Context: an optimization exercise on an open-source flow, tuned for small area and a short achievable clock period. The choices shown serve that exercise and are no tape-out recipe. Where RTL was checked, it was by simulation tests only, not by an equivalence proof against the original. No activity file was given, so power comes from the tool's default toggle rates.

cedar:
==> flow/design.v (excerpt) <==
module ex_stage (
	input  logic        clk,
	input  logic        arst_n_i,
	input  logic [306:0] ex_in_flat_i,  
	input  logic [31:0] mem_rdata_i,
	input  logic        irq_i,
	input  logic [31:0] irq_addr_i,
	output logic [97:0] mem_flat_o,    
	output logic [82:0] wb_flat_o,     
	output logic [32:0] jump_flat_o    
);
	logic [31:0] inst, op1, op2, opj1, opj2, rs1, rs2, csrd;
	logic        rwe, cwe;
	logic [4:0]  rwa;
	logic [11:0] cwa;
	assign inst = ex_in_flat_i[306:275];
	assign op1  = ex_in_flat_i[242:211];
	assign op2  = ex_in_flat_i[210:179];
	assign opj1 = ex_in_flat_i[178:147];
	assign opj2 = ex_in_flat_i[146:115];
	assign rs1  = ex_in_flat_i[114:83];
	assign rs2  = ex_in_flat_i[82:51];
	assign rwe  = ex_in_flat_i[50];
	assign rwa  = ex_in_flat_i[49:45];
	assign cwe  = ex_in_flat_i[44];
	assign cwa  = ex_in_flat_i[43:32];
	assign csrd = ex_in_flat_i[31:0];
	logic [6:0] opc;
	logic [2:0] f3;
	assign opc = inst[6:0];
	assign f3  = inst[14:12];
	logic is_op_any, is_link, is_lui, is_load, is_store, is_branch, is_jump, is_system;
	assign is_op_any = (opc == ex_pkg::OPC_OP) || (opc == ex_pkg::OPC_OP_IMM);
	assign is_link   = (opc == ex_pkg::OPC_JAL) || (opc == ex_pkg::OPC_JALR) || (opc == ex_pkg::OPC_AUIPC);
	assign is_lui    = opc == ex_pkg::OPC_LUI;
	assign is_load   = opc == ex_pkg::OPC_LOAD;
	assign is_store  = opc == ex_pkg::OPC_STORE;
	assign is_branch = opc == ex_pkg::OPC_BRANCH;
	assign is_jump   = (opc == ex_pkg::OPC_JAL) || (opc == ex_pkg::OPC_JALR);
	assign is_system = opc == ex_pkg::OPC_SYSTEM;
	logic ld_ok, st_ok, csr_ok;
	assign ld_ok  = !(f3 == 3'd3 || f3 == 3'd6 || f3 == 3'd7);
	assign st_ok  = !f3[2] && !(f3[1] && f3[0]);
	assign csr_ok = f3[1:0] != 2'd0;
	localparam int ARCH_ALU = 1;
	localparam int ARCH_AT  = 1;
	localparam bit JGATE    = 1'b1;
	logic [31:0] sum, diff, add_p, sub_p;
	logic        add_co, sub_co;
	logic        ltu, lt, eq;
  ...
==> flow/config.mk <==
export PLATFORM = sky130hd
export DESIGN_NAME = ex_stage
export DESIGN_NICKNAME = ex_stage
export VERILOG_FILES = /design/flow/design.v
export SDC_FILE = /design/flow/constraint.sdc
export NUM_CORES = 4
export LEC_CHECK = 0
export CAP_MARGIN = 20
export CORE_MARGIN = 2
export CORE_UTILIZATION = 40
export SETUP_SLACK_MARGIN = 1.5
export SLEW_MARGIN = 20
==> flow/constraint.sdc <==
create_clock -name core_clock -period 5.0 [get_ports {clk}]
set_input_delay 1.0000 -clock core_clock [delete_from_list [all_inputs] [get_ports {clk}]]
set_output_delay 1.0000 -clock core_clock [all_outputs]
set_load 0.01 [all_outputs]
standard.sh (not shown) runs the stock make flow with config.mk's settings and CLKGATE_MAP_FILE= SYNTH_SCRIPT=/design/flow/synth_recipe.tcl, a recipe that flattens the netlist after the stock synthesis.
==> flow/flow/run.sh <==
#!/bin/bash
set -e
rm -rf scripts_mod
cp -r "$FLOW_HOME/scripts" scripts_mod
printf 'strash\ndch\nmap -a\ntopo\nstime -c\nbuffer -c\nupsize -c\ndnsize -c\n' > scripts_mod/abc_area.script
export BUFFER_PORTS_ARGS="-buffer_cell sky130_fd_sc_hd__buf_1"
bash standard.sh SCRIPTS_DIR="$PWD/scripts_mod" ABC_AREA=1 ABC_CLOCK_PERIOD_IN_PS=3000 ADDER_MAP_FILE= finish > standard.log 2>&1
## Diff of input files: oak against cedar
--- a/flow/design.v
+++ b/flow/design.v
@@ -387,53 +387,56 @@
 			default: taken = 1'b0;
 		endcase
 	end
 	logic        jflag;
 	logic [31:0] jaddr;
 	assign jflag = irq_i || is_jump || (is_branch && taken);
 	assign jaddr = irq_i ? irq_addr_i : ((JGATE || jflag) ? target : '0);
 	logic req0, wen0;
 	assign req0 = (is_load && ld_ok) || (is_store && st_ok);
 	assign wen0 = is_store && st_ok;
-	logic        q_req, q_wen, q_wen0;
-	logic [31:0] q_addr, q_wdata;
+	logic        q_req, q_wen, q_req0, q_wen0, q_sys, q_st, q_nst;
+	logic [31:0] q_a, q_b;
 	logic        q_rwe, q_cwe;
 	logic [4:0]  q_rwa;
 	logic [11:0] q_cwa;
-	logic [31:0] q_rdata, q_cdata;
 	logic        q_jflag;
 	logic [31:0] q_jaddr;
 	always_ff @(posedge clk or negedge arst_n_i) begin
 		if (!arst_n_i) begin
 			q_req   <= 1'b0;
 			q_wen   <= 1'b0;
 			q_wen0  <= 1'b0;
-			q_addr  <= '0;
-			q_wdata <= '0;
+			q_sys   <= 1'b0;
+			q_st    <= 1'b0;
+			q_req0  <= 1'b0;
+			q_nst   <= 1'b0;
+			q_a     <= '0;
+			q_b     <= '0;
 			q_rwe   <= 1'b0;
 			q_rwa   <= '0;
-			q_rdata <= '0;
 			q_cwe   <= 1'b0;
 			q_cwa   <= '0;
-			q_cdata <= '0;
 			q_jflag <= 1'b0;
 			q_jaddr <= '0;
 		end else begin
 			q_req   <= req0 && !irq_i;
 			q_wen   <= wen0 && !irq_i;
 			q_wen0  <= wen0;
-			q_addr  <= req0 ? addr : '0;
-			q_wdata <= st_data;
+			q_sys   <= is_system;
+			q_st    <= is_store;
+			q_req0  <= req0;
+			q_nst   <= !is_store;
+			q_a     <= ({32{req0}} & addr) | ({32{is_system}} & csr_w);
+			q_b     <= st_data | reg_data;
 			q_rwe   <= rwe && !irq_i;
 			q_rwa   <= rwa;
-			q_rdata <= reg_data;
 			q_cwe   <= cwe && !irq_i;
 			q_cwa   <= cwa;
-			q_cdata <= is_system ? csr_w : '0;
 			q_jflag <= jflag;
 			q_jaddr <= jaddr;
 		end
 	end
-	assign mem_flat_o  = {q_req, q_wen, q_addr, q_addr & {32{q_wen0}}, q_wdata};
-	assign wb_flat_o   = {q_rwe, q_rwa, q_rdata, q_cwe, q_cwa, q_cdata};
+	assign mem_flat_o  = {q_req, q_wen, q_a & {32{q_req0}}, q_a & {32{q_wen0}}, q_b & {32{q_st}}};
+	assign wb_flat_o   = {q_rwe, q_rwa, q_b & {32{q_nst}}, q_cwe, q_cwa, q_a & {32{q_sys}}};
 	assign jump_flat_o = {q_jflag, JGATE ? (q_jaddr & {32{q_jflag}}) : q_jaddr};
 endmodule
Results
oak vs cedar: met1 global-route usage up
On post-route total power, cedar loses to oak.
oak vs cedar — sequential cell count dropped 60.
The leakage power figure reported for oak is smaller than that of cedar by about 5%.
Fraction of met3 tracks used by global routing: oak vs cedar up 0.78 points
Looking at design area across both flows, oak is the stronger of the two, with cedar trailing.
[oak] wire length of the first global-routing pass rose 2.8% relative to cedar
Compared with cedar, synthesized cell count in oak increased by a little under 10%.
Count of non-filler cells in the finished layout, oak and cedar: smaller value in cedar
The total internal power reported for oak is smaller than that of cedar by 17%.
oak vs cedar: worst vdd rail ir drop down by a few percent
oak vs. cedar: critical path depth saw a decrease; final clock period utilization by the worst path went up; count of multi-input gates went up.
For cedar, only the layout was checked, not whether the RTL still works.

==> afterwards: timing with drivers on the ports <==
How much do the figures lean on ideal ports? The routed layouts below were timed once more, with nothing changed but the port constraints.
Step 1 (the two cells are an assumption about what drives the block):
set clk [get_ports {clk}]
set_driving_cell -lib_cell sky130_fd_sc_hd__clkbuf_16 $clk
set_driving_cell -lib_cell sky130_fd_sc_hd__buf_2 [delete_from_list [all_inputs] $clk]
Step 2, shift: input delay + t, output delay - t, t = (earliest + latest rising clock arrival at the registers) / 2. This alone moves slack from input paths to output paths.
a / b / c = no drivers / after step 1 / after step 2; a / b = the first two.
run | shift t [ns] | slack for setup (ns) | worst setup path at the end | worst data-port slew with drivers (ns)
cedar | 0.553 | 1.525 / 1.501 / 0.947 | input to register | 0.11
oak | 0.516 | 1.494 / 1.494 / 0.978 | input to register | 0.14
After both steps every run listed still meets setup and hold. The setup slack of cedar, which loses most, moves by -0.024 ns with the drivers and by -0.578 ns with both steps.
